This is an optimization exercise on Yosys and OpenROAD, whose aim is small area, not a production implementation.
Where RTL was checked, it was by simulation tests only, not by an equivalence proof against the original.
Function not checked in run 1: the RTL went through the layout flow alone.
No activity file was given, so power comes from the tool's default toggle rates.

## run.sh

```bash
#!/bin/bash
# synth_recipe.tcl (not shown) runs the flow's synth.tcl, then flattens the netlist and writes it again
# the make line also repeats each setting of config.mk as NAME=value (left out here)
make -C /OpenROAD-flow-scripts/flow DESIGN_CONFIG=/design/flow/config.mk WORK_HOME=/design/flow/orfs CLKGATE_MAP_FILE= SYNTH_SCRIPT=/design/flow/synth_recipe.tcl finish
```

## config.mk

```make
export PLATFORM = sky130hd
export DESIGN_NAME = dual_stack_with_transfer
export DESIGN_NICKNAME = dual_stack_with_transfer
export VERILOG_FILES = /design/flow/design.v
export SDC_FILE = /design/flow/constraint.sdc
export NUM_CORES = 4
export LEC_CHECK = 0
export CAP_MARGIN = 20
export CORE_MARGIN = 2
export CORE_UTILIZATION = 40
export SLEW_MARGIN = 20
export SYNTH_HIERARCHICAL = 1
```

## constraint.sdc

```tcl
create_clock -name core_clock -period 5.0 [get_ports {clk_i}]
set_input_delay 1.0000 -clock core_clock [delete_from_list [all_inputs] [get_ports {clk_i}]]
set_output_delay 1.0000 -clock core_clock [all_outputs]
set_load 0.01 [all_outputs]
```

## design.v

```verilog
`default_nettype none
package dstk_pkg;
  localparam int unsigned STACK_DEPTH = 16;
  localparam int unsigned CNT_W       = $clog2(STACK_DEPTH + 1);
  localparam int unsigned VALUE_W  = 32;
  localparam int unsigned DEPTH_W  = 5;
  localparam int unsigned CMD_W    = 2;
  localparam int unsigned STATUS_W = 2;
  localparam int unsigned IN_RAW_W  = CMD_W + VALUE_W;
  localparam int unsigned IN_W      = ((IN_RAW_W + 7) / 8) * 8;
  localparam int unsigned OUT_RAW_W = STATUS_W + 2 * (VALUE_W + DEPTH_W);
  localparam int unsigned OUT_W     = ((OUT_RAW_W + 7) / 8) * 8;
  localparam logic [CMD_W-1:0] CMD_PUSH        = 2'd0;
  localparam logic [CMD_W-1:0] CMD_POP         = 2'd1;
  localparam logic [CMD_W-1:0] CMD_MAIN_TO_AUX = 2'd2;
  localparam logic [CMD_W-1:0] CMD_AUX_TO_MAIN = 2'd3;
  localparam logic [STATUS_W-1:0] ST_DONE  = 2'd0;
  localparam logic [STATUS_W-1:0] ST_EMPTY = 2'd1;
  localparam logic [STATUS_W-1:0] ST_FULL  = 2'd2;
endpackage
`default_nettype wire
`default_nettype none
module dstk_row (
  input  wire logic                         clk_i,
  input  wire logic                         keep_i,
  input  wire logic                         load_i,
  input  wire logic [dstk_pkg::VALUE_W-1:0] d_i,
  output logic      [dstk_pkg::VALUE_W-1:0] q_o
);
  always_ff @(posedge clk_i) begin
    q_o <= ({dstk_pkg::VALUE_W{keep_i}} & q_o) | ({dstk_pkg::VALUE_W{load_i}} & d_i);
  end
endmodule
`default_nettype wire
`default_nettype none
module dstk_stack (
  input  wire logic                         clk_i,
  input  wire logic [dstk_pkg::CNT_W-1:0]   cnt_i,    
  input  wire logic [dstk_pkg::VALUE_W-1:0] wdata_i,  
  output logic      [dstk_pkg::VALUE_W-1:0] top_o     
);
  localparam int unsigned ROWS = dstk_pkg::STACK_DEPTH;
  logic [dstk_pkg::VALUE_W-1:0] ent_q [ROWS];
  logic [ROWS-1:0] used;
  logic [ROWS-1:0] wsel;
  logic [ROWS-1:0] rsel;
  always_comb begin
    for (int r = 0; r < ROWS; r++) begin
      used[r] = (cnt_i > dstk_pkg::CNT_W'(r));
      wsel[r] = (cnt_i == dstk_pkg::CNT_W'(r));
      rsel[r] = (cnt_i == dstk_pkg::CNT_W'(r + 1));
    end
  end
  for (genvar r = 0; r < ROWS; r++) begin : g_row
    dstk_row u_row (
      .clk_i  (clk_i),
      .keep_i (used[r]),
      .load_i (wsel[r]),
      .d_i    (wdata_i),
      .q_o    (ent_q[r])
    );
  end
  always_comb begin
    top_o = '0;
    for (int r = 0; r < ROWS; r++) begin
      top_o = top_o | ({dstk_pkg::VALUE_W{rsel[r]}} & ent_q[r]);
    end
  end
endmodule
`default_nettype wire
`default_nettype none
module dual_stack_with_transfer (
  input  wire logic             clk_i,
  input  wire logic             rst_ni,
  input  wire logic             s_axis_tvalid_i,
  output logic                  s_axis_tready_o,
  input  wire logic [dstk_pkg::IN_W-1:0]  s_axis_tdata_i,
  output logic                  m_axis_tvalid_o,
  input  wire logic             m_axis_tready_i,
  output logic [dstk_pkg::OUT_W-1:0]      m_axis_tdata_o
);
  localparam int unsigned VW = dstk_pkg::VALUE_W;
  localparam int unsigned CW = dstk_pkg::CNT_W;
  logic [dstk_pkg::CMD_W-1:0] in_cmd;
  logic [VW-1:0]              in_value;
  logic                       in_acc;
  assign in_cmd   = s_axis_tdata_i[dstk_pkg::CMD_W-1:0];
  assign in_value = s_axis_tdata_i[dstk_pkg::CMD_W +: VW];
  logic                          out_vld_q;
  logic [dstk_pkg::STATUS_W-1:0] st_q;
  logic [CW-1:0]                 mcnt_q, acnt_q;
  assign s_axis_tready_o = !out_vld_q || m_axis_tready_i;
  assign in_acc          = s_axis_tvalid_i && s_axis_tready_o;
  logic m_empty, m_full, a_empty, a_full;
  assign m_empty = (mcnt_q == '0);
  assign a_empty = (acnt_q == '0);
  assign m_full  = mcnt_q[CW-1];
  assign a_full  = acnt_q[CW-1];
  logic                          m_push, m_pop, a_push, a_pop;
  logic [dstk_pkg::STATUS_W-1:0] status;
  always_comb begin
    m_push = 1'b0;
    m_pop  = 1'b0;
    a_push = 1'b0;
    a_pop  = 1'b0;
    status = dstk_pkg::ST_DONE;
    case (in_cmd)
      dstk_pkg::CMD_PUSH: begin
        if (m_full) status = dstk_pkg::ST_FULL;
        else        m_push = 1'b1;
      end
      dstk_pkg::CMD_POP: begin
        if (m_empty) status = dstk_pkg::ST_EMPTY;
        else         m_pop  = 1'b1;
      end
      dstk_pkg::CMD_MAIN_TO_AUX: begin
        if (m_empty)     status = dstk_pkg::ST_EMPTY;
        else if (a_full) status = dstk_pkg::ST_FULL;
        else begin
          m_pop  = 1'b1;
          a_push = 1'b1;
        end
      end
      default: begin
        if (a_empty)     status = dstk_pkg::ST_EMPTY;
        else if (m_full) status = dstk_pkg::ST_FULL;
        else begin
          a_pop  = 1'b1;
          m_push = 1'b1;
        end
      end
    endcase
  end
  logic [VW-1:0] m_top, a_top;
  dstk_stack u_main (
    .clk_i   (clk_i),
    .cnt_i   (mcnt_q),
    .wdata_i ((in_cmd == dstk_pkg::CMD_PUSH) ? in_value : a_top),
    .top_o   (m_top)
  );
  dstk_stack u_aux (
    .clk_i   (clk_i),
    .cnt_i   (acnt_q),
    .wdata_i (m_top),
    .top_o   (a_top)
  );
  always_ff @(posedge clk_i or negedge rst_ni) begin
    if (!rst_ni) begin
      out_vld_q <= 1'b0;
      mcnt_q    <= '0;
      acnt_q    <= '0;
    end else begin
      if (in_acc) begin
        out_vld_q <= 1'b1;
        mcnt_q    <= mcnt_q + CW'(m_push) - CW'(m_pop);
        acnt_q    <= acnt_q + CW'(a_push) - CW'(a_pop);
      end else if (m_axis_tready_i) begin
        out_vld_q <= 1'b0;
      end
    end
  end
  always_ff @(posedge clk_i) begin
    if (in_acc) begin
      st_q <= status;
    end
  end
  assign m_axis_tvalid_o = out_vld_q;
  assign m_axis_tdata_o  = {(dstk_pkg::OUT_W - dstk_pkg::OUT_RAW_W)'(0),
                            acnt_q, a_top, mcnt_q, m_top, st_q};
endmodule
`default_nettype wire
```

==> out/metrics.csv, run 1 <==
metric,value,unit
post-synthesis sequential area ratio,49.5,%
pwr dens,637,nW/um^2
largest net degree at the start of global routing,80,
DIE WIDTH,328,um
final wirelength,140,mm
NetSw,0.0121,W
Hold Crit Start,u_main.g_row[0].u_row.q_o[18],
worst r2r src,acnt_q[3],
antenna violations before repair,7,
Mapped Cells,3630,
fin util,45.4,%
row count,119,
minimum clock period,4800,ps
Final #Nets,3715,
DR vias/cell,6.23,
layout cells sized above 1,16.0,%
RePlAce Congestion,0.818,
"FF+latch count, synth",1037,
Reg power frac,33.8,%
# setup viols final,0,
fin crit share,96.0,%
IO Port Bufs,115,
dpl hpwl,85.1,mm
clock share of power,29.4,%
routed length per placed instance,27.2,um
largest fanout on the critical path,32,
CTS tree,done,
die area,108000,sq um
Mapped Area,42100,sq um
pre-CTS setup slack,841,ps
GR Overflow Total,0,
Final WS setup,199,ps
ANT nets after route,0,
Clock Pin Slew Worst Setup and Hold Paths,60,ps
Via Count,32000,
CP endpoint kind,output port,
Longest Clk Path Bufs,3,
GRT Overall Usage,25.1,%
maximum clock rate,0.208,GHz
Ys Warns,10,
worst vdd ir,408,uV
ys flop type,dfxtp_1,
Num Clock Sinks,1037,
total power,0.0303,W
Final Hold Fails,0,
Iteration-0 DRC Markers,3348,
hold path depth,1,
Area Growth Syn to Fin,13.1,%
Worst R2R End,mcnt_q[4],
DRC viols,0,
Core ar.,105000,sq um
worst r2r path cells,16,
Slew Limit Headroom,20.1,%
setup_tns,0,ps
first-pass GRT wire length,206,mm
Setup CP Type,reg -> out,
Initial Utilization,40.2,%
Worst Hold Path EP,u_main.g_row[0].u_row.q_o[18],
setup repair after global routing missed its margin,false,
Clock Latency Late Sink,700,ps
crit path launch type,flop,
LEAKAGE,18.2,nW
clock root cell,clkbuf_16,
final hold slack,482,ps
CTS H-tree depth,3,
clk_skew,46.9,ps
Comb power frac,36.7,%
io pins,126,
HP Class,reg -> reg,
R2R Setup Slk,1120,ps
CTS buffer count,108,
Power Internal,0.0182,W
"EDFF count, synth",2,
TritonRoute pass-1 iters,6,
max_cap viols,0,
Sw Ratio,39.9,%
synth unique cells,50,
Worst Path Arrival,3800,ps
status,finished clean,
syn avg cell area,11.6,sq um
number of global-route vias before repair,31400,
max-slew violation count,0,
Slew @ Worst Pin,1200,ps
Worst Path Required,4000,ps
die extent in y,328,um
Synth async-reset ratio,1.06,%
## cells in the mapped netlist, types with 36 or more instances
cell type / count / area share [%]
nand2_1: 93 / 0.83
mux2_2: 36 / 0.96
buf_2: 86 / 1.0
a211oi_1: 128 / 2.3
clkbuf_1: 52 / 0.46
dfxtp_1: 1024 / 49
nor2_1: 93 / 0.83
a22o_2: 64 / 1.5
a21oi_1: 136 / 1.6
buf_6: 209 / 5.6
a22o_1: 1024 / 21
o22ai_1: 62 / 0.92
o22a_1: 64 / 1.3
nand3_2: 58 / 1.4
mux2i_1: 256 / 6.1
a222oi_1: 64 / 1.5
## per-layer routing
layer  share of wire, %  wire length, um  track usage, %  vias to the layer above
met4                3.4             4680            8.80                        0
met5                  0                0               0                        -
met1                 44            61700            34.1                    16200
met2                 45            63500            40.0                     1282
met3                6.9             9650            4.23                      257
li1                   -                -               -                    14300
## flip-flops by register name, summed over array words and instances (netlist names)
| register | count |
|---|---|
| u_main.g_row.u_row.q_o | 512 |
| u_aux.g_row.u_row.q_o | 512 |
| st_q | 2 |
| acnt_q | 5 |
| mcnt_q | 5 |
| out_vld_q | 1 |
## per-module statistics from Yosys, one instance, submodules excluded
module | cells inside | area [sq um] | flops+latches | copies in the design
dstk_stack | 620 | 4460 | 0 | 2
dstk_row | 70 | 991 | 32 | 32
dual_stack_with_transfer | 150 | 1470 | 13 | 1
## how the worst max path moves through the flow
stage                      startpoint                 to  slack [ps]
floorplan           s_axis_tdata_i[0]          mcnt_q[4]        1610
global placement            mcnt_q[3]  m_axis_tdata_o[8]         840
detailed placement          mcnt_q[3]  m_axis_tdata_o[8]         840
CTS                         mcnt_q[3]  m_axis_tdata_o[8]         120
global route                mcnt_q[1]  m_axis_tdata_o[8]         100
finish                      mcnt_q[1]  m_axis_tdata_o[8]         200
## cells by family (layout without fill, tap and decap cells)
logic type / Yosys count / count (layout) / synth area share (%)
adder cells (fa/ha/maj): 19 / 19 / 0.600
XOR/XNOR: 6 / 6 / 0.160
multiplexers: 292 / 292 / 7.05
buffers and inverters: 394 / 504 / 7.65
AND/OR/NAND/NOR: 319 / 320 / 4.23
flip-flops: 1037 / 1037 / 49.5
other: 1 / 6 / 0.00891
AO/OA/AOI/OAI: 1562 / 1562 / 30.8
## layout by cell type (no fill, tap or decap), drive strengths merged, types with 13 or more instances in the layout
cell type | synthesis | final
a21oi | 136 | 136
nor2 | 95 | 96
clkdlybuf4s50 | 0 | 115
a22o | 1088 | 1088
o22a | 64 | 64
nand2 | 94 | 94
mux2i | 256 | 256
bufinv | 0 | 18
clkbuf | 56 | 154
buf | 316 | 165
a211oi | 128 | 128
o22ai | 64 | 64
mux2 | 36 | 36
clkinv | 0 | 20
inv | 22 | 26
a222oi | 64 | 64
nand3 | 71 | 71
ha | 17 | 17
dfxtp | 1024 | 1024
nor2b | 13 | 13
## power by group through the flow
stage               logic, W  registers, W  clock network (W)
global placement      0.0109        0.0104                  0
finish                0.0111        0.0103            0.00893
global route          0.0116        0.0104            0.00938
detailed placement    0.0109        0.0104                  0
CTS                   0.0109        0.0102            0.00903
floorplan            0.00752        0.0100                  0
## final cells by class
cell class	count	area (sq um)
Fill cell	9751	57200
Sequential cell	1037	20900
Multi-Input combinational cell	2203	18400
Clock buffer	154	3220
Timing Repair Buffer	280	2530
Tap cell	1391	1740
Clock inverter	48	783
Inverter	22	82.6
Antenna cell	2	5.00
## critical path, stage by stage, from the launching register on
cell	delay, ps
dfrtp_1	570
buf_4	300
or4b_4	800
o22ai_1	290
a21oi_1	80
nand3_1	430
clkdlybuf4s50_1	650
## stage by stage
step                instance area (sq um)  instances
floorplan                           42100       3633
global route                        47600       5136
detailed placement                  43600       4930
global placement                    43600       4930
finish                              47600       5137
CTS                                 47600       5132
## what timing repair did
action / 4_1_cts / 5_1_grt
resized for setup: 0 / 0
endpoints found under the setup margin: 0 / 1
setup buffers: 0 / 2
hold buffers: 0 / 0
endpoints found under the hold margin: 0 / 0
==> run 2, diff against run 1 <==
--- a/design.v
+++ b/design.v
@@ -33,6 +33,55 @@
 endmodule
 `default_nettype wire
 `default_nettype none
+module dstk_aoi222 (
+  input  wire logic a0_i, b0_i, a1_i, b1_i, a2_i, b2_i,
+  output logic      y_o
+);
+  assign y_o = !((a0_i && b0_i) || (a1_i && b1_i) || (a2_i && b2_i));
+endmodule
+module dstk_nand2 (
+  input  wire logic a_i, b_i,
+  output logic      y_o
+);
+  assign y_o = !(a_i && b_i);
+endmodule
+module dstk_and3 (
+  input  wire logic a_i, b_i, c_i,
+  output logic      y_o
+);
+  assign y_o = a_i && b_i && c_i;
+endmodule
+module dstk_nand4 (
+  input  wire logic a_i, b_i, c_i, d_i,
+  output logic      y_o
+);
+  assign y_o = !(a_i && b_i && c_i && d_i);
+endmodule
+`default_nettype wire
+`default_nettype none
+module dstk_rdmux (
+  input  wire logic [15:0]                                         sel_i,
+  input  wire logic [15:0][dstk_pkg::VALUE_W-1:0]                  d_i,
+  output logic      [dstk_pkg::VALUE_W-1:0]                        q_o
+);
+  for (genvar b = 0; b < dstk_pkg::VALUE_W; b++) begin : g_bit
+    logic [5:0] t_n;
+    logic       t_and;
+    for (genvar g = 0; g < 5; g++) begin : g_aoi
+      dstk_aoi222 u_aoi (
+        .a0_i (d_i[3*g][b]),   .b0_i (sel_i[3*g]),
+        .a1_i (d_i[3*g+1][b]), .b1_i (sel_i[3*g+1]),
+        .a2_i (d_i[3*g+2][b]), .b2_i (sel_i[3*g+2]),
+        .y_o  (t_n[g])
+      );
+    end
+    dstk_nand2 u_last (.a_i (d_i[15][b]), .b_i (sel_i[15]), .y_o (t_n[5]));
+    dstk_and3  u_and  (.a_i (t_n[0]), .b_i (t_n[1]), .c_i (t_n[2]), .y_o (t_and));
+    dstk_nand4 u_out  (.a_i (t_and), .b_i (t_n[3]), .c_i (t_n[4]), .d_i (t_n[5]), .y_o (q_o[b]));
+  end
+endmodule
+`default_nettype wire
+`default_nettype none
 module dstk_stack (
   input  wire logic                         clk_i,
   input  wire logic [dstk_pkg::CNT_W-1:0]   cnt_i,    
@@ -40,7 +89,7 @@
   output logic      [dstk_pkg::VALUE_W-1:0] top_o     
 );
   localparam int unsigned ROWS = dstk_pkg::STACK_DEPTH;
-  logic [dstk_pkg::VALUE_W-1:0] ent_q [ROWS];
+  logic [ROWS-1:0][dstk_pkg::VALUE_W-1:0] ent_q;
   logic [ROWS-1:0] used;
   logic [ROWS-1:0] wsel;
   logic [ROWS-1:0] rsel;
@@ -60,12 +109,11 @@
       .q_o    (ent_q[r])
     );
   end
-  always_comb begin
-    top_o = '0;
-    for (int r = 0; r < ROWS; r++) begin
-      top_o = top_o | ({dstk_pkg::VALUE_W{rsel[r]}} & ent_q[r]);
-    end
-  end
+  dstk_rdmux u_rd (
+    .sel_i (rsel),
+    .d_i   (ent_q),
+    .q_o   (top_o)
+  );
 endmodule
 `default_nettype wire
 `default_nettype none
--- a/config.mk
+++ b/config.mk
@@ -7,6 +7,9 @@
 export LEC_CHECK = 0
 export CAP_MARGIN = 20
 export CORE_MARGIN = 2
-export CORE_UTILIZATION = 40
+export CORE_UTILIZATION = 65
+export CTS_CLUSTER_DIAMETER = 100
+export CTS_CLUSTER_SIZE = 20
+export SETUP_SLACK_MARGIN = 0.15
 export SLEW_MARGIN = 20
 export SYNTH_HIERARCHICAL = 1
==> out/metrics.csv, run 2 <==
metric,value,unit,change
met2 wire len,53.9,mm,-15%
worst r2r src,acnt_q[3],,
RePlAce Congestion,0.907,,+11%
CTS tree,done,,
Hold Crit Start,u_main.g_row[8].u_row.q_o[29],,
Comb power frac,31.8,%,-4.9 points
dpl hpwl,67.7,mm,-20%
post-synthesis sequential area ratio,55.0,%,+5.5 points
highest metal used,met5,,
Power Internal,0.0130,W,-29%
DR vias/cell,7.69,,+23%
syn avg cell area,12.6,sq um,+8.8%
Final WS setup,137,ps,-62.0 ps
"most common cell after layout, fill and taps aside",dfxtp_1,,
end point of the critical path,m_axis_tdata_o[9],,
pwr dens,506,nW/um^2,-21%
Iteration-0 DRC Markers,4634,,+38%
crit path launch type,flop,,
Clock Latency Late Sink,660,ps,-40 ps
Worst R2R End,acnt_q[4],,
design area,41200,sq um,-14%
Core ar.,57700,sq um,-45%
Sw Ratio,37.8,%,-2.1 points
"EDFF count, synth",2,,unchanged
leading area contributor after synthesis,dfxtp_1,,
Longest Clk Path Bufs,3,,unchanged
TritonRoute pass-1 iters,13,,+7
GRT Overall Usage,37.3,%,+12 points
clk_skew,18.9,ps,-28.0 ps
worst vdd ir,414,uV,+1.6%
Setup CP Type,reg -> out,,
antenna violations before repair,2,,-5
largest net degree at the start of global routing,65,,-19%
DIE WIDTH,246,um,-25%
number of global-route vias before repair,29100,,-7.1%
CTS buffer count,57,,-47%
setup repair after global routing missed its margin,true,,
Worst Path Required,4000,ps,about the same
Reg power frac,45.5,%,+12 points
Initial Utilization,65.7,%,+26 points
worst r2r path cells,14,,-2
die area,60300,sq um,-44%
layout cells sized above 1,12.1,%,-3.9 points
pre-CTS setup slack,750,ps,-91.5 ps
io pins,126,,unchanged
row count,88,,-26%
top-count cell post-synth,dfxtp_1,,
top post-synthesis cells by count,"dfxtp_1, a22o_1, a222oi_1, buf_6, nand2_1",,
synth top area cells,"dfxtp_1, a22o_1, a222oi_1",,
CP endpoint kind,output port,,
top-area cell type share of the netlist area,54.1,%,+5.4 points
ys flop type,dfxtp_1,,
DRC viols,0,,unchanged
CTS H-tree depth,2,,-1
instance area at placement,39500,sq um,-9.5%
clock share of power,22.6,%,-6.8 points
Layout fillers,4077,,-58%
die extent in y,246,um,-25%
Mapped Cells,3004,,-17%
status,finished clean,,
cts-stage hold buffer count,0,,unchanged
ANT nets after route,0,,unchanged
max_cap viols,0,,unchanged
Ys Warns,9,,-1
origin of the worst setup path,mcnt_q[1],,
M1 wire length,46.2,mm,-25%
"commonest non-fill, non-tap cells in the layout","dfxtp_1, a22o_1, a222oi_1",,
Final Hold Fails,0,,unchanged
DP Cell Count,3814,,-23%
NetSw,0.00786,W,-35%
Largest regs,"u_aux.g_row.u_row.q_o x512, u_main.g_row.u_row.q_o x512",,
non-filler instance count after layout,3895,,-24%
# setup viols final,0,,unchanged
final wirelength,116,mm,-17%
setup_tns,0,ps,unchanged
IO Port Bufs,115,,unchanged
first-pass GRT wire length,176,mm,-15%
Slew @ Worst Pin,1240,ps,+40.6 ps
Num Clock Sinks,1037,,unchanged
Clock Pin Slew Worst Setup and Hold Paths,90,ps,+30 ps
Synth async-reset ratio,1.06,%,unchanged
"FF+latch count, synth",1037,,unchanged
routed length per placed instance,29.9,um,+10%
fin crit share,97.3,%,+1.2 points
Area Growth Syn to Fin,8.55,%,
clock root cell,clkbuf_16,,
synth unique cells,41,,-18%
Via Count,29900,,-6.5%
max-slew violation count,0,,unchanged
Worst Path Arrival,3860,ps,+60 ps
Final #Nets,3186,,-14%
Slew Limit Headroom,17.6,%,-2.5 points
maximum clock rate,0.206,GHz,-1.3%
met3 WL post-DR,11.9,mm,+23%
R2R Setup Slk,1550,ps,+430 ps
LEAKAGE,15.1,nW,-17%
Mapped Area,37900,sq um,-10%
largest fanout on the critical path,28,,-13%
GR Overflow Total,0,,unchanged
HP Class,reg -> reg,,
minimum clock period,4860,ps,+62.0 ps
## run 2: timing repair
item	4_1_cts	5_1_grt
endpoints found under the setup margin	26	25
pin swaps	0	9
setup buffers	0	13
resized for setup	5	2
## run 2: metal layers
layer / track usage [%] / vias to the layer above
li1: - / 12800
met1: 49.0 / 15100
met2: 60.1 / 1825
met3: 6.92 / 300
met4: 16.4 / 4
met5: 0 / -
## run 2: layout make-up
class	instances	area, sq um	share of cell area (%)
well taps	765	957	2.33
inverters	19	71.3	0.173
diodes	1	2.50	0.00608
flip-flops and latches	1037	20800	50.6
clock inverters	2	13.8	0.0334
multi-input cells	1733	15100	36.6
repair buffers	275	2710	6.59
clock buffers	63	1490	3.62
## run 2: worst max-delay path, stage by stage (launching register included)
cell,delay [ps]
dfrtp_1,520
buf_4,250
nand2b_1,310
nor2_4,70
buf_4,260
a222oi_1,380
and3_1,270
nand4_1,480
clkdlybuf4s50_1,650
## run 2: power by group through the flow
stage / Clock, W / Combinational [W] / Sequential (W)
floorplan: 0 / 0.00428 / 0.00958
global placement: 0 / 0.00612 / 0.00958
detailed placement: 0 / 0.00628 / 0.00964
CTS: 0.00474 / 0.00632 / 0.00945
global route: 0.00503 / 0.00678 / 0.00955
finish: 0.00471 / 0.00662 / 0.00948
## run 2: worst min-delay path by stage
stage,slack (ps),cells after the start,to
floorplan,450,1,u_aux.g_row[6].u_row.q_o[29]
global placement,470,1,u_main.g_row[3].u_row.q_o[10]
detailed placement,470,1,u_main.g_row[12].u_row.q_o[29]
CTS,490,1,u_main.g_row[8].u_row.q_o[29]
global route,500,1,u_aux.g_row[6].u_row.q_o[29]
finish,490,1,u_main.g_row[8].u_row.q_o[29]
## run 2: cell families after synthesis
kind of cell               count (synthesis)  synth area share (%)
AOI/OAI and AO/OA                       1375                  32.8
xor gates and xnor gates                   6                 0.139
adders and majority gates                 19                 0.667
buffers and inverters                    237                  6.23
DFF                                     1037                  55.0
muxes                                     36                  1.07
other                                      1               0.00989
and+or+nand+nor                          293                  4.10
## run 2: Yosys stat by module (local to each module, per instance), a selection
module,cells,copies in the design
dstk_and3,1,64
dstk_row,70,32
dual_stack_with_transfer,146,1
dstk_nand2,1,64
dstk_stack,53,2
dstk_aoi222,1,320
dstk_nand4,1,64
## run 2: metrics by stage
stage               hold WS (ps)  total power (W)  util, %
global placement             465           0.0157     68.4
detailed placement           468           0.0159     68.4
global route                 498           0.0214     71.3
CTS                          491           0.0205     71.0
floorplan                    454           0.0139        -
finish                       489           0.0208     71.3
==> run 3, diff against run 2 <==
==> flow/run.sh (new file) <==
#!/bin/bash
# The standard layout (standard.sh), with the port buffers that
# buffer_ports inserts made from the smallest plain buffer, buf_1, instead
# of its default pick (a delay buffer). Every port still gets its buffer,
# and repair may still resize it.
set -euo pipefail
export BUFFER_PORTS_ARGS="-buffer_cell sky130_fd_sc_hd__buf_1"
bash standard.sh > standard.log 2>&1
==> standard.sh (new file) <==
#!/bin/bash
# synth_recipe.tcl (not shown) runs the flow's synth.tcl, then flattens the netlist and writes it again
# the make line also repeats each setting of config.mk as NAME=value (left out here)
make -C /OpenROAD-flow-scripts/flow DESIGN_CONFIG=/design/flow/config.mk WORK_HOME=/design/flow/orfs CLKGATE_MAP_FILE= SYNTH_SCRIPT=/design/flow/synth_recipe.tcl "${@:-finish}"
--- a/config.mk
+++ b/config.mk
@@ -10,6 +10,5 @@
 export CORE_UTILIZATION = 65
 export CTS_CLUSTER_DIAMETER = 100
 export CTS_CLUSTER_SIZE = 20
-export SETUP_SLACK_MARGIN = 0.15
 export SLEW_MARGIN = 20
 export SYNTH_HIERARCHICAL = 1
removed: run.sh
==> out/metrics.csv, run 3 <==
metric,value,unit,change
status,finished clean,,
fin crit share,95.7,%,-1.6 points
synth unique cells,41,,unchanged
syn avg cell area,12.6,sq um,unchanged
pwr dens,507,nW/um^2,+0.27%
"EDFF count, synth",2,,unchanged
largest net degree at the start of global routing,65,,unchanged
Final #Nets,3156,,-0.94%
top-count cell post-synth,dfxtp_1,,
# diodes,0,,-1
setup repair after global routing missed its margin,false,,
Slew Limit Headroom,19.7,%,+2.1 points
Via Count,29400,,-1.7%
"commonest non-fill, non-tap cells in the layout","dfxtp_1, a22o_1, a222oi_1",,
CTS tree,done,,
LEAKAGE,14.7,nW,-3.1%
clk_skew,18.9,ps,-0.0405 ps
layout cells sized above 1,11.2,%,-0.94 points
Final Hold Fails,0,,unchanged
number of global-route vias before repair,28400,,-2.5%
row count,88,,unchanged
routed length per placed instance,29.4,um,-1.7%
Worst Path Required,4000,ps,about the same
Area Growth Syn to Fin,5.74,%,
antenna violations before repair,3,,+1
TritonRoute pass-1 iters,12,,-1
Iteration-0 DRC Markers,4468,,-3.6%
"most common cell after layout, fill and taps aside",dfxtp_1,,
HP Class,in -> async,,
Initial Utilization,65.7,%,unchanged
die extent in y,246,um,unchanged
max-slew violation count,0,,unchanged
clock root cell,clkbuf_16,,
DP Cell Count,3790,,-0.63%
synth top area cells,"dfxtp_1, a22o_1, a222oi_1",,
CP endpoint kind,output port,,
final wirelength,113,mm,-2.5%
Ys Warns,9,,unchanged
ys flop type,dfxtp_1,,
crit path launch type,flop,,
die area,60300,sq um,unchanged
minimum clock period,4780,ps,-78.6 ps
top-area cell type share of the netlist area,54.1,%,unchanged
Num Clock Sinks,1037,,unchanged
GRT Overall Usage,36.4,%,-0.86 points
Slew @ Worst Pin,1200,ps,-31.6 ps
# setup viols final,0,,unchanged
first-pass GRT wire length,172,mm,-2.1%
DIE WIDTH,246,um,unchanged
IO Port Bufs,115,,unchanged
max_cap viols,0,,unchanged
worst vdd ir,381,uV,-8.1%
CTS buffer count,57,,unchanged
RePlAce Congestion,0.911,,+0.51%
CTS H-tree depth,2,,unchanged
Synth async-reset ratio,1.06,%,unchanged
Core ar.,57700,sq um,unchanged
DR vias/cell,7.62,,-0.90%
largest fanout on the critical path,48,,+71%
ANT nets after route,0,,unchanged
Clock Latency Late Sink,650,ps,about the same
maximum clock rate,0.209,GHz,+1.6%
dpl hpwl,65.4,mm,-3.4%
Clock Pin Slew Worst Setup and Hold Paths,90,ps,about the same
"FF+latch count, synth",1037,,unchanged
DRC viols,0,,unchanged
GR Overflow Total,0,,unchanged
setup_tns,0,ps,unchanged
Worst Path Arrival,3780,ps,-80 ps
post-synthesis sequential area ratio,55.0,%,unchanged
Largest regs,"u_aux.g_row.u_row.q_o x512, u_main.g_row.u_row.q_o x512",,
Layout fillers,4239,,+4.0%
io pins,126,,unchanged
cts-stage hold buffer count,0,,unchanged
top post-synthesis cells by count,"dfxtp_1, a22o_1, a222oi_1, buf_6, nand2_1",,
Longest Clk Path Bufs,3,,unchanged
Setup CP Type,reg -> out,,
Mapped Cells,3004,,unchanged
Mapped Area,37900,sq um,unchanged
leading area contributor after synthesis,dfxtp_1,,
non-filler instance count after layout,3863,,-0.82%
==> run 3: cell count changes in the layout (fill, tap and decap cells not counted), sizes merged <==
cell           previous run  this run
inv                      20        21
clkdlybuf4s50           115         0
buf                     160       245
diode                     1         0
clkbuf                   63        61
==> run 3: path summary, 6_finish.rpt <==
path                                                start                        endpoint  slack, ps  cells after the start
setup / recovery                                mcnt_q[3]              m_axis_tdata_o[11]        220                      9
hold / removal                                     rst_ni                       mcnt_q[0]        390                      1
setup reg to reg                                acnt_q[2]   u_main.g_row[0].u_row.q_o[29]       1300                      9
hold reg to reg            u_main.g_row[15].u_row.q_o[12]  u_main.g_row[15].u_row.q_o[12]        490                      1
max in group asynchronous                          rst_ni                       acnt_q[4]       4090                      1
min in group core_clock    u_main.g_row[15].u_row.q_o[12]  u_main.g_row[15].u_row.q_o[12]        490                      1
==> run 3: per-module statistics from Yosys, one instance, submodules excluded, a selection <==
| module | cells inside | cell area (sq um) |
|---|---|---|
| dstk_and3 | 1 | 6.26 |
| dstk_aoi222 | 1 | 10.0 |
| dstk_nand2 | 1 | 3.75 |
| dstk_nand4 | 1 | 6.26 |
| dstk_row | 70 | 991 |
| dstk_stack | 53 | 264 |
| dual_stack_with_transfer | 146 | 1430 |
==> run 3: final cells by class <==
type / count / area (sq um) / share of cell area, %
tap: 765 / 957 / 2.39
sequential: 1037 / 20800 / 52.0
timing repair buffer: 245 / 1730 / 4.32
inverter: 19 / 71.3 / 0.178
clock inverter: 3 / 22.5 / 0.0562
multi-input combinational: 1733 / 15000 / 37.5
clock buffer: 61 / 1440 / 3.60
==> run 3: kinds of logic (layout without fill, tap and decap cells) <==
family          count (synthesis)  in the layout  share of synthesized area (%)
compound gates               1375           1375                           32.8
flops                        1037           1037                           55.0
simple gates                  293            293                           4.10
buf+inv                       237            328                           6.23
mux                            36             36                           1.07
fa+ha+maj                      19             19                          0.667
xor+xnor                        6              6                          0.139
other cells                     1              4                        0.00989
==> run 3: timing repair <==
item	4_1_cts	5_1_grt
buffers inserted	0	7
endpoints found under the setup margin	0	14
gates resized for setup	0	1
==> run 3: per-layer routing <==
layer	GRT usage, %	up-vias	share of wire [%]
met2	57.8	1616	46
met5	0	-	0
met1	49.4	14900	41
met3	6.38	272	10
li1	-	12700	-
met4	14.9	0	3.6
==> run 3: report_power, final <==
part	internal (W)	total [W]	switching, W
registers	0.00903	0.00956	0.000525
clock network	0.00204	0.00463	0.00259
logic	0.00163	0.00614	0.00452
==> run 3: stage by stage <==
| stage | total power (W) | hold WS (ps) | worst slack (ps) | util, % | instance area [sq um] |
|---|---|---|---|---|---|
| finish | 0.0203 | 393 | 215 | 69.5 | 40100 |
| global route | 0.0210 | 403 | 43.7 | 69.5 | 40100 |
| CTS | 0.0201 | 367 | 54.1 | 69.3 | 40000 |
| detailed placement | 0.0156 | 470 | 745 | 66.7 | 38500 |
| global placement | 0.0154 | 465 | 841 | 66.7 | 38500 |
| floorplan | 0.0139 | 454 | 62.2 | - | 37900 |
==> run 3: worst max-delay path: stages, from the launching register on <==
cell	delay, ps
dfrtp_1	610
or3_2	330
buf_4	480
nor2_4	60
buf_12	160
buf_12	170
a222oi_1	240
and3_1	330
nand4_1	430
buf_1	270
==> run 4, diff against run 3 <==
--- a/design.v
+++ b/design.v
@@ -179,11 +179,13 @@
       end
     endcase
   end
-  logic [VW-1:0] m_top, a_top;
+  logic [VW-1:0] m_top, a_top, m_wdata;
+  assign m_wdata = ({VW{in_cmd == dstk_pkg::CMD_PUSH}}        & in_value) |
+                   ({VW{in_cmd == dstk_pkg::CMD_AUX_TO_MAIN}} & a_top);
   dstk_stack u_main (
     .clk_i   (clk_i),
     .cnt_i   (mcnt_q),
-    .wdata_i ((in_cmd == dstk_pkg::CMD_PUSH) ? in_value : a_top),
+    .wdata_i (m_wdata),
     .top_o   (m_top)
   );
   dstk_stack u_aux (
@@ -200,8 +202,10 @@
     end else begin
       if (in_acc) begin
         out_vld_q <= 1'b1;
-        mcnt_q    <= mcnt_q + CW'(m_push) - CW'(m_pop);
-        acnt_q    <= acnt_q + CW'(a_push) - CW'(a_pop);
+        if (m_push)     mcnt_q <= mcnt_q + CW'(1);
+        else if (m_pop) mcnt_q <= mcnt_q - CW'(1);
+        if (a_push)     acnt_q <= acnt_q + CW'(1);
+        else if (a_pop) acnt_q <= acnt_q - CW'(1);
       end else if (m_axis_tready_i) begin
         out_vld_q <= 1'b0;
       end
--- a/config.mk
+++ b/config.mk
@@ -9,6 +9,6 @@
 export CORE_MARGIN = 2
 export CORE_UTILIZATION = 65
 export CTS_CLUSTER_DIAMETER = 100
-export CTS_CLUSTER_SIZE = 20
+export CTS_CLUSTER_SIZE = 25
 export SLEW_MARGIN = 20
 export SYNTH_HIERARCHICAL = 1
==> out/metrics.csv, run 4 <==
metric,value,unit,change
status,finished clean,,
worst vdd ir,346,uV,-9.1%
Synth async-reset ratio,1.06,%,unchanged
CTS tree,done,,
Reg area,20800,sq um,unchanged
cts-stage hold buffer count,0,,unchanged
synth top area cells,"dfxtp_1, a22o_1, a222oi_1",,
ANT nets after route,0,,unchanged
leading area contributor after synthesis,dfxtp_1,,
dpl hpwl,68.1,mm,+4.1%
synth unique cells,55,,+34%
syn avg cell area,12.6,sq um,-0.15%
max_cap viols,0,,unchanged
antenna violations before repair,2,,-1
minimum clock period,4920,ps,+136 ps
Layout fillers,4264,,+0.59%
Slew Limit Headroom,22.9,%,+3.2 points
post-synthesis sequential area ratio,55.1,%,+0.19 points
layout cells sized above 1,10.0,%,-1.1 points
fin util,68.9,%,-0.56 points
Final #Nets,3130,,-0.82%
Mapped Area,37800,sq um,-0.35%
largest fanout on the critical path,34,,-29%
Core ar.,57600,sq um,-0.19%
Final WS setup,78.8,ps,-136 ps
post-CTS setup buffers,0,,unchanged
"most common cell after layout, fill and taps aside",dfxtp_1,,
HP Class,in -> async,,
clk_skew,27.4,ps,+8.57 ps
die extent in y,245,um,-0.17%
first-pass GRT wire length,174,mm,+1.1%
io pins,126,,unchanged
Final Hold Fails,0,,unchanged
Longest Clk Path Bufs,3,,unchanged
die area,60100,sq um,-0.35%
setup_tns,0,ps,unchanged
routed length per placed instance,29.9,um,+1.9%
Worst Path Required,4000,ps,about the same
Clock Pin Slew Worst Setup and Hold Paths,110,ps,+20 ps
Slew @ Worst Pin,1150,ps,-50.5 ps
Initial Utilization,65.6,%,-0.10 points
Buf/Inv on CP,2,,-2
maximum clock rate,0.203,GHz,-2.8%
"FF+latch count, synth",1037,,unchanged
top-area cell type share of the netlist area,54.3,%,+0.19 points
multi-input logic area,14900,sq um,-0.58%
CTS H-tree depth,2,,unchanged
instance area at placement,38400,sq um,-0.18%
RePlAce Congestion,0.867,,-4.8%
Crit path max-delay family,simple AND/OR/NAND/NOR gates,,
DRC viols,0,,unchanged
LEAKAGE,14.4,nW,-1.8%
CTS buffer count,47,,-18%
top post-synthesis cells by count,"dfxtp_1, a22o_1, a222oi_1, buf_6, nand2_1",,
Clock Latency Late Sink,630,ps,-20 ps
Ys Warns,9,,unchanged
fin crit share,98.4,%,+2.7 points
Area Growth Syn to Fin,5.06,%,
# setup viols final,0,,unchanged
critical-path cell list,nand2b_1 -> nor3_2 -> buf_4 -> a222oi_1 -> nand4_1 -> buf_1,,
"slowest stage delay, CP",850,ps,+240 ps
Mapped Cells,2998,,-0.20%
DR vias/cell,7.71,,+1.2%
TritonRoute pass-1 iters,8,,-4
final wirelength,115,mm,+1.4%
GR Overflow Total,0,,unchanged
design area,39700,sq um,-0.99%
number of global-route vias before repair,28700,,+1.2%
ys flop type,dfxtp_1,,
max-slew violation count,0,,unchanged
total power,0.0174,W,-15%
CP endpoint kind,output port,,
pre-CTS setup slack,861,ps,+115 ps
DIE WIDTH,245,um,-0.17%
crit path launch type,flop,,
top-count cell post-synth,dfxtp_1,,
Num Clock Sinks,1037,,unchanged
GRT Overall Usage,37.1,%,+0.63 points
row count,88,,unchanged
setup repair after global routing missed its margin,false,,
"commonest non-fill, non-tap cells in the layout","dfxtp_1, a22o_1, a222oi_1",,
pwr dens,438,nW/um^2,-14%
clock root cell,clkbuf_16,,
Setup CP Type,reg -> out,,
CP max stage cell,nor3_2,,
Iteration-0 DRC Markers,4275,,-4.3%
Via Count,29600,,+0.73%
Largest regs,"u_aux.g_row.u_row.q_o x512, u_main.g_row.u_row.q_o x512",,
largest net degree at the start of global routing,65,,unchanged
IO Port Bufs,115,,unchanged
"EDFF count, synth",2,,unchanged
Worst Path Arrival,3920,ps,+140 ps
-- run 4: changes by cell type after synthesis, moves of 4 or more --
cell	previous run	this run
ha_1	17	10
nand3_1	11	6
clkbuf_1	13	19
a22o_1	960	992
o21ai_0	11	5
buf_2	7	3
inv_1	17	8
mux2_2	36	0
-- run 4: layout make-up --
cell class                 instances  area share [%]
inverter                          10          0.0946
clock inverter                     1          0.0410
antenna                            1         0.00630
sequential                      1037            52.5
clock buffer                      51            3.11
tap                              765            2.41
multi-input combinational       1733            37.6
timing repair buffer             246            4.20
-- run 4: cells by family after synthesis --
group / Yosys count / synth area share (%)
simple gates: 292 / 4.09
fa+ha+maj: 11 / 0.384
other cells: 1 / 0.00993
mux: 3 / 0.0861
xor+xnor: 7 / 0.162
flops: 1037 / 55.1
buf+inv: 231 / 6.20
compound gates: 1416 / 33.9
-- run 4: what timing repair did --
action                                  in CTS  in global routing
endpoints found under the setup margin       0                  1
endpoints found under the hold margin        0                  0
gates resized for setup                      0                  1
-- run 4: where the power goes --
group / leakage, nW / total (W) / internal, W / switching (W)
clock: 0.613 / 0.00430 / 0.00177 / 0.00253
combinational: 5.39 / 0.00354 / 0.00109 / 0.00245
sequential: 8.40 / 0.00955 / 0.00901 / 0.000539
-- run 4: through the flow --
stage | std cells | hold WS, ps
floorplan | 3001 | 454
global placement | 3791 | 465
detailed placement | 3791 | 466
CTS | 3843 | 363
global route | 3844 | 406
finish | 3844 | 373
-- run 4: Yosys stat by module, one instance, submodules excluded, a selection --
module	cells	flops+latches	area, sq um
dstk_nand2	1	0	3.75
dstk_row	70	32	991
dstk_stack	53	0	264
dstk_and3	1	0	6.26
dstk_aoi222	1	0	10.0
dual_stack_with_transfer	140	13	1300
dstk_nand4	1	0	6.26
-- run 4: worst reg2reg max path, stage by stage, from the launching register on --
cell      delay, ps
dfrtp_2         620
nor2_2          560
inv_2           410
nor3_2          360
buf_12          340
a222oi_1        180
and3_1          180
nand4_1         280
a22o_1          640
a22o_2          250
-- run 4: routing by layer --
metal	vias up	part of all wire [%]	global-route usage [%]
met5	-	0	0
met4	0	4.4	16.2
met3	311	9.5	6.37
met2	1683	46	60.0
met1	15000	40	48.9
li1	12700	-	-
-- run 4: path summary, 6_finish.rpt --
check,startpoint,endpoint,slack [ps],cells past startpoint
min in group core_clock,u_main.g_row[15].u_row.q_o[2],u_main.g_row[15].u_row.q_o[2],490,1
worst max-delay path,mcnt_q[4],m_axis_tdata_o[28],80,6
max in group asynchronous,rst_ni,mcnt_q[4],4130,1
worst min register to register,u_main.g_row[15].u_row.q_o[2],u_main.g_row[15].u_row.q_o[2],490,1
worst max register to register,acnt_q[4],u_main.g_row[5].u_row.q_o[29],1110,9
worst min-delay path,rst_ni,acnt_q[2],370,1
==> run 5, diff against run 4 <==
==> run.sh (new file) <==
#!/bin/bash
# synth_recipe.tcl (not shown) runs the flow's synth.tcl, then flattens the netlist and writes it again
# the make line also repeats each setting of config.mk as NAME=value (left out here)
make -C /OpenROAD-flow-scripts/flow DESIGN_CONFIG=/design/flow/config.mk WORK_HOME=/design/flow/orfs CLKGATE_MAP_FILE= SYNTH_SCRIPT=/design/flow/synth_recipe.tcl finish
--- a/config.mk
+++ b/config.mk
@@ -10,5 +10,6 @@
 export CORE_UTILIZATION = 65
 export CTS_CLUSTER_DIAMETER = 100
 export CTS_CLUSTER_SIZE = 25
+export SETUP_SLACK_MARGIN = 0.1
 export SLEW_MARGIN = 20
 export SYNTH_HIERARCHICAL = 1
removed: flow/run.sh
removed: standard.sh
==> out/metrics.csv, run 5 <==
metric,value,unit,change
CTS tree,done,,
fin util,70.4,%,+1.5 points
Mapped Area,37800,sq um,unchanged
routed length per placed instance,30.2,um,+1.1%
origin of the worst setup path,acnt_q[4],,
die area,60100,sq um,unchanged
end point of the critical path,m_axis_tdata_o[70],,
synth unique cells,55,,unchanged
met2 Use GR,61.1,%,+1.1 points
CP endpoint kind,output port,,
Area Growth Syn to Fin,7.31,%,
DIE WIDTH,245,um,unchanged
max-slew violation count,0,,unchanged
busiest grt layer,met2,,
worst vdd ir,361,uV,+4.3%
Slew Limit Headroom,19.0,%,-3.8 points
Final WS setup,144,ps,+65.3 ps
clock root cell,clkbuf_16,,
Longest Clk Path Bufs,3,,unchanged
Worst Path Required,4000,ps,about the same
row count,88,,unchanged
top-count cell post-synth,dfxtp_1,,
largest fanout on the critical path,44,,+29%
cts-stage hold buffer count,0,,unchanged
top-area cell type share of the netlist area,54.3,%,unchanged
IO Port Bufs,115,,unchanged
met1 Resource Use GR,49.2,%,+0.36 points
final wirelength,117,mm,+1.3%
syn avg cell area,12.6,sq um,unchanged
Initial Utilization,65.6,%,unchanged
ys flop type,dfxtp_1,,
Final #Nets,3135,,+0.16%
Via Count,29900,,+0.76%
dpl hpwl,66.7,mm,-2.0%
design area,40500,sq um,+2.1%
max_cap viols,0,,unchanged
Clock Pin Slew Worst Setup and Hold Paths,90,ps,-20 ps
io pins,126,,unchanged
Worst Path Arrival,3860,ps,-60 ps
synth top area cells,"dfxtp_1, a22o_1, a222oi_1",,
CP dominant cell by count,buf_4,,
final hold slack,492,ps,+119 ps
setup repair after global routing missed its margin,true,,
Largest regs,"u_aux.g_row.u_row.q_o x512, u_main.g_row.u_row.q_o x512",,
Mapped Cells,2998,,unchanged
HP Class,reg -> reg,,
crit path launch type,flop,,
fin crit share,97.1,%,-1.3 points
pre-CTS setup slack,743,ps,-118 ps
LEAKAGE,14.7,nW,+2.3%
# setup viols final,0,,unchanged
Num Clock Sinks,1037,,unchanged
status,finished clean,,
Slew @ Worst Pin,1210,ps,+60.4 ps
Hold Crit Start,u_main.g_row[15].u_row.q_o[9],,
Final Hold Fails,0,,unchanged
leading area contributor after synthesis,dfxtp_1,,
worst r2r src,acnt_q[4],,
"slowest stage delay, CP",770,ps,-80 ps
"EDFF count, synth",2,,unchanged
"commonest non-fill, non-tap cells in the layout","dfxtp_1, a22o_1, a222oi_1",,
RePlAce Congestion,0.857,,-1.1%
post-synthesis sequential area ratio,55.1,%,unchanged
Ys Warns,9,,unchanged
layout cells sized above 1,10.2,%,+0.14 points
CTS H-tree depth,2,,unchanged
number of global-route vias before repair,29200,,+1.7%
ANT nets after route,0,,unchanged
critical-path cell list,buf_4 -> nor3b_2 -> buf_4 -> nand2_1 -> nand4_1 -> clkdlybuf4s50_1,,
"FF+latch count, synth",1037,,unchanged
instance area at placement,39200,sq um,+2.0%
GRT Overall Usage,37.5,%,+0.41 points
CP max stage cell,nor3b_2,,
Setup CP Type,reg -> out,,
GR Overflow Total,0,,unchanged
met3 Track Usage GR,6.28,%,-0.098 points
worst r2r path cells,8,,-1
Clock Latency Late Sink,640,ps,about the same
Iteration-0 DRC Markers,5031,,+18%
maximum clock rate,0.206,GHz,+1.3%
die extent in y,245,um,unchanged
top post-synthesis cells by count,"dfxtp_1, a22o_1, a222oi_1, buf_6, nand2_1",,
CTS buffer count,47,,unchanged
TritonRoute pass-1 iters,12,,+4
antenna violations before repair,4,,+2
DRC viols,0,,unchanged
Worst R2R End,u_main.g_row[0].u_row.q_o[30],,
R2R Setup Slk,1460,ps,+350 ps
largest net degree at the start of global routing,65,,unchanged
setup_tns,0,ps,unchanged
clk_skew,29.1,ps,+1.62 ps
Synth async-reset ratio,1.06,%,unchanged
pwr dens,431,nW/um^2,-1.5%
Core ar.,57600,sq um,unchanged
DR vias/cell,7.75,,+0.55%
minimum clock period,4860,ps,-65.3 ps
"most common cell after layout, fill and taps aside",dfxtp_1,,
first-pass GRT wire length,176,mm,+1.1%
==> run 5: cell counts after synthesis <==
No cell type changed its count.
==> run 5: modules after synthesis, one instance, submodules excluded, a selection <==
module | times used | cells | flip-flops and latches
dstk_nand2 | 64 | 1 | 0
dstk_row | 32 | 70 | 32
dual_stack_with_transfer | 1 | 140 | 13
dstk_stack | 2 | 53 | 0
dstk_and3 | 64 | 1 | 0
dstk_nand4 | 64 | 1 | 0
dstk_aoi222 | 320 | 1 | 0
==> run 5: how the worst min path moves through the flow <==
stage / endpoint / cells past startpoint
2_1_floorplan: u_aux.g_row[6].u_row.q_o[29] / 1
3_3_place_gp: u_main.g_row[6].u_row.q_o[30] / 1
3_5_place_dp: u_main.g_row[6].u_row.q_o[29] / 1
4_1_cts: u_aux.g_row[15].u_row.q_o[12] / 1
5_1_grt: u_aux.g_row[15].u_row.q_o[21] / 1
6_report: u_main.g_row[15].u_row.q_o[9] / 1
==> run 5: critical path, delay by kind of cell (launching register included) <==
family / cells / cell delay (ps)
buffers and inverters: 3 / 1610
DFF: 1 / 400
and+or+nand+nor: 3 / 1200
==> run 5: routing by layer <==
metal | up-vias | share of wire [%]
li1 | 12700 | -
met1 | 15000 | 40
met2 | 1814 | 45
met3 | 345 | 10
met4 | 2 | 4.3
met5 | - | 0.011
==> run 5: metrics by stage <==
stage | cells | total power [W]
6_report | 3852 | 0.0175
5_1_grt | 3852 | 0.0180
4_1_cts | 3843 | 0.0174
3_5_place_dp | 3790 | 0.0132
3_3_place_gp | 3790 | 0.0131
2_1_floorplan | 3001 | 0.0120
==> run 5: area by class of cell <==
class                   instances  area, sq um
well taps                     765          957
inverters                      10         37.5
flip-flops and latches       1037        20800
diodes                          3         7.51
clock buffers                  51         1230
fillers                      4052        17000
clock inverters                 2         15.0
multi-input cells            1733        14900
repair buffers                251         2530
==> run 5: where the power goes <==
group	switching (W)	internal [W]	total [W]
sequential	0.000492	0.00901	0.00950
clock	0.00253	0.00177	0.00430
combinational	0.00249	0.00119	0.00368
==> run 5: cells by family (layout without fill, tap and decap cells) <==
family	Yosys count	after routing	synth area share, %
AOI/OAI and AO/OA	1416	1416	33.9
DFF	1037	1037	55.1
buffers and inverters	231	314	6.20
adders and majority gates	11	11	0.384
muxes	3	3	0.0861
other	1	7	0.00993
and+or+nand+nor	292	292	4.09
xor gates and xnor gates	7	7	0.162
==> run 5: timing repair <==
item,in CTS,in global routing
setup endpoints to repair,10,8
gates cloned,0,1
buffers inserted,0,5
pin swaps,0,5
resized for setup,2,3
==> run 6, diff against run 5 <==
--- a/design.v
+++ b/design.v
@@ -20,6 +20,19 @@
 endpackage
 `default_nettype wire
 `default_nettype none
+module dstk_cell (
+  input  wire logic clk_i,
+  input  wire logic keep_i,
+  input  wire logic load_i,
+  input  wire logic d_i,
+  output logic      q_o
+);
+  always_ff @(posedge clk_i) begin
+    q_o <= (keep_i && q_o) || (load_i && d_i);
+  end
+endmodule
+`default_nettype wire
+`default_nettype none
 module dstk_row (
   input  wire logic                         clk_i,
   input  wire logic                         keep_i,
@@ -27,8 +40,14 @@
   input  wire logic [dstk_pkg::VALUE_W-1:0] d_i,
   output logic      [dstk_pkg::VALUE_W-1:0] q_o
 );
-  always_ff @(posedge clk_i) begin
-    q_o <= ({dstk_pkg::VALUE_W{keep_i}} & q_o) | ({dstk_pkg::VALUE_W{load_i}} & d_i);
+  for (genvar b = 0; b < dstk_pkg::VALUE_W; b++) begin : g_bit
+    dstk_cell u_cell (
+      .clk_i  (clk_i),
+      .keep_i (keep_i),
+      .load_i (load_i),
+      .d_i    (d_i[b]),
+      .q_o    (q_o[b])
+    );
   end
 endmodule
 `default_nettype wire
==> flow/run.sh (new file) <==
#!/bin/bash
# The standard layout (standard.sh), with the port buffers that
# buffer_ports inserts made from the smallest plain buffer, buf_1, instead
# of its default pick (a delay buffer). Every port still gets its buffer,
# and repair may still resize it.
set -euo pipefail
export BUFFER_PORTS_ARGS="-buffer_cell sky130_fd_sc_hd__buf_1"
bash standard.sh > standard.log 2>&1
==> standard.sh (new file) <==
#!/bin/bash
# synth_recipe.tcl (not shown) runs the flow's synth.tcl, then flattens the netlist and writes it again
# the make line also repeats each setting of config.mk as NAME=value (left out here)
make -C /OpenROAD-flow-scripts/flow DESIGN_CONFIG=/design/flow/config.mk WORK_HOME=/design/flow/orfs CLKGATE_MAP_FILE= SYNTH_SCRIPT=/design/flow/synth_recipe.tcl "${@:-finish}"
--- a/config.mk
+++ b/config.mk
@@ -10,6 +10,5 @@
 export CORE_UTILIZATION = 65
 export CTS_CLUSTER_DIAMETER = 100
 export CTS_CLUSTER_SIZE = 25
-export SETUP_SLACK_MARGIN = 0.1
 export SLEW_MARGIN = 20
 export SYNTH_HIERARCHICAL = 1
removed: run.sh
==> out/metrics.csv, run 6 <==
metric,value,unit,change
setup repair after global routing missed its margin,false,,
top-area cell type share of the netlist area,57.7,%,+3.4 points
synth unique cells,54,,-1.8%
antenna violations before repair,6,,+2
Core ar.,53900,sq um,-6.4%
dpl hpwl,66.0,mm,-1.1%
Sw Ratio,31.9,%,+0.36 points
"most common cell after layout, fill and taps aside",a22o_1,,
syn avg cell area,12.7,sq um,+0.50%
Worst Path Required,4000,ps,about the same
"EDFF count, synth",2,,unchanged
highest metal used,met5,,
LEAKAGE,14.4,nW,-2.1%
DIE WIDTH,238,um,-3.0%
Final Hold Fails,0,,unchanged
clock root cell,clkbuf_16,,
top post-synthesis cells by count,"a22o_1, dfxtp_1, a222oi_1, nand2_1, and3_1",,
Largest regs,"u_aux.g_row.u_row.g_bit.u_cell.q_o x512, u_main.g_row.u_row.g_bit.u_cell.q_o x512",,
TritonRoute pass-1 iters,11,,-1
layout cells sized above 1,7.68,%,-2.5 points
multi-input logic area,14900,sq um,about the same
status,finished clean,,
Mapped Area,35500,sq um,-5.9%
setup_tns,0,ps,unchanged
largest net degree at the start of global routing,65,,unchanged
Via Count,30000,,+0.51%
first-pass GRT wire length,172,mm,-2.3%
cts-stage hold buffer count,0,,unchanged
Final WS setup,99.4,ps,-44.7 ps
post-synthesis sequential area ratio,58.6,%,+3.5 points
Iteration-0 DRC Markers,4475,,-11%
largest fanout on the critical path,64,,+45%
ANT nets after route,0,,unchanged
CP endpoint kind,output port,,
# setup viols final,0,,unchanged
top-count cell post-synth,a22o_1,,
Longest Clk Path Bufs,3,,unchanged
Slew @ Worst Pin,1240,ps,+24.4 ps
HP Class,in -> async,,
synth top area cells,"dfxtp_1, a22o_1, a222oi_1",,
maximum clock rate,0.204,GHz,-0.91%
Ys Warns,9,,unchanged
post-CTS setup buffers,0,,unchanged
"commonest non-fill, non-tap cells in the layout","a22o_1, dfxtp_1, a222oi_1",,
non-filler instance count after layout,3774,,-2.0%
row count,85,,-3.4%
Initial Utilization,65.9,%,+0.30 points
die area,56600,sq um,-5.8%
Num Clock Sinks,1037,,unchanged
max_cap viols,0,,unchanged
ys flop type,dfxtp_1,,
crit path launch type,flop,,
worst vdd ir,332,uV,-7.9%
Mapped Cells,2806,,-6.4%
die extent in y,238,um,-3.0%
fin crit share,98.0,%,+0.89 points
Comb power frac,20.4,%,-0.7 points
CTS tree,done,,
met3 WL post-DR,12.2,mm,+0.68%
DRC viols,0,,unchanged
GR Overflow Total,0,,unchanged
clock share of power,24.8,%,+0.2 points
CTS buffer count,47,,unchanged
Reg power frac,54.8,%,+0.4 points
final wirelength,113,mm,-2.8%
number of global-route vias before repair,28800,,-1.4%
Area Growth Syn to Fin,11.5,%,
"FF+latch count, synth",1037,,unchanged
CTS H-tree depth,2,,unchanged
leading area contributor after synthesis,dfxtp_1,,
Final #Nets,3124,,-0.35%
post-CTS sizing,0,,-2
routed length per placed instance,30.0,um,-0.80%
Clock Latency Late Sink,630,ps,about the same
DP Cell Count,3716,,-2.0%
M1 wire length,43.6,mm,-6.0%
RePlAce Congestion,0.914,,+6.6%
clk_skew,30.0,ps,+0.982 ps
Reg area,20800,sq um,about the same
IO Port Bufs,115,,unchanged
Slew Limit Headroom,17.4,%,-1.6 points
Setup CP Type,reg -> out,,
Worst Path Arrival,3900,ps,+40 ps
minimum clock period,4900,ps,+44.7 ps
pre-CTS setup slack,893,ps,+150 ps
pwr dens,437,nW/um^2,+1.3%
met2 wire len,52.1,mm,-1.7%
Synth async-reset ratio,1.06,%,unchanged
GRT Overall Usage,38.7,%,+1.3 points
io pins,126,,unchanged
DR vias/cell,7.95,,+2.6%
max-slew violation count,0,,unchanged
Layout fillers,3695,,-8.8%
Clock Pin Slew Worst Setup and Hold Paths,100,ps,about the same
NetSw,0.00551,W,about the same
Power Internal,0.0118,W,-1.6%
[run 6: per-layer routing]
metal	vias up	GRT usage [%]
li1	12700	-
met1	15100	50.6
met2	1860	62.8
met3	338	7.00
met4	2	18.1
met5	-	0
[run 6: layout make-up]
cell class                      count  area share, %
Timing Repair Buffer              240           4.22
Tap cell                          696           2.20
Clock inverter                      1         0.0411
Sequential cell                  1037           52.6
Antenna cell                        4         0.0253
Clock buffer                       53           3.13
Multi-Input combinational cell   1733           37.7
Inverter                           10         0.0948
[run 6: logic make-up (layout without fill, tap and decap cells)]
kind of cell    count (synthesis)  after routing  synth area share (%)
buf+inv                        39            304                 0.507
xor+xnor                        7              7                 0.173
other cells                     1              8                0.0106
mux                             3              3                0.0915
fa+ha+maj                      11             11                 0.408
flops                        1037           1037                  58.6
compound gates               1416           1416                  35.8
simple gates                  292            292                  4.34
[run 6: path summary, 6_finish.rpt]
| kind | cells after the start | startpoint | to | slack [ps] |
|---|---|---|---|---|
| setup / recovery | 8 | acnt_q[3] | m_axis_tdata_o[62] | 100 |
| hold / removal | 1 | rst_ni | acnt_q[3] | 360 |
| setup reg to reg | 8 | acnt_q[3] | u_main.g_row[5].u_row.g_bit[4].u_cell.q_o | 1020 |
| hold reg to reg | 1 | u_aux.g_row[4].u_row.g_bit[21].u_cell.q_o | u_aux.g_row[4].u_row.g_bit[21].u_cell.q_o | 490 |
| max in group asynchronous | 1 | rst_ni | acnt_q[4] | 4190 |
| min in group core_clock | 1 | u_aux.g_row[4].u_row.g_bit[21].u_cell.q_o | u_aux.g_row[4].u_row.g_bit[21].u_cell.q_o | 490 |
[run 6: modules after synthesis (local to each module, per instance), excerpt]
module / cells / flops+latches / copies in the design
dstk_stack: 53 / 0 / 2
dstk_cell: 2 / 1 / 1024
dstk_aoi222: 1 / 0 / 320
dstk_and3: 1 / 0 / 64
dstk_nand4: 1 / 0 / 64
dstk_nand2: 1 / 0 / 64
[run 6: metrics by stage]
step           area (sq um)  utilization [%]  hold WS [ps]  power, W
4_1_cts               39600             73.4           359    0.0172
5_1_grt               39600             73.5           403    0.0178
3_3_place_gp          38300             71.0           460    0.0129
3_5_place_dp          38300             71.1           464    0.0130
2_1_floorplan         35700                -           449    0.0114
6_report              39600             73.5           355    0.0173
[run 6: critical path, stage by stage, from the launching register on]
cell and delay (ps):
dfrtp_1 560, nor2_2 530, inv_2 540, nor3_4 350, buf_12 340, a222oi_1 170
and3_1 210, nand4_1 310, buf_1 200
[run 6: power groups by stage]
stage / Sequential [W] / Clock, W / Combinational (W)
final: 0.00948 / 0.00430 / 0.00352
after global routing: 0.00955 / 0.00461 / 0.00364
after CTS: 0.00945 / 0.00431 / 0.00343
after detailed placement: 0.00963 / 0 / 0.00342
after global placement: 0.00958 / 0 / 0.00328
after floorplan: 0.00955 / 0 / 0.00183

-- separate check: timing with driven ports --
No port has a modelled driver above. Below, the same layouts with a new extraction and two added sets of constraints. Step 1, drivers: a clkbuf_16 drives clk_i and a buf_2 each remaining input, both assumed. Step 2 moves the port delays by t, midway between the first and last clock arrival at a register: inputs arrive t later, outputs are due t later. That takes back most of the time a late clock gives input paths. Slacks: ideal ports / drivers / drivers and shift; pairs: ideal ports / drivers.
| run | shift t [ns] | slack for setup (ns) | worst setup path at the end | clock arrival spread, ns | worst data-port slew with drivers (ns) |
|---|---|---|---|---|---|
| run 1 | 0.746 | 0.199 / 0.129 / 0.820 | input to register | 0.047 / 0.047 | 0.09 |
| run 2 | 0.710 | 0.137 / 0.074 / 0.784 | register to output | 0.020 / 0.021 | 0.07 |
| run 3 | 0.706 | 0.215 / 0.150 / 0.856 | register to output | 0.023 / 0.024 | 0.04 |
| run 4 | 0.683 | 0.079 / 0.013 / 0.696 | register to output | 0.029 / 0.028 | 0.08 |
| run 5 | 0.691 | 0.144 / 0.077 / 0.768 | register to output | 0.030 / 0.031 | 0.10 |
| run 6 | 0.683 | 0.099 / 0.034 / 0.717 | register to output | 0.031 / 0.031 | 0.10 |
After both steps every run listed still meets setup and hold.
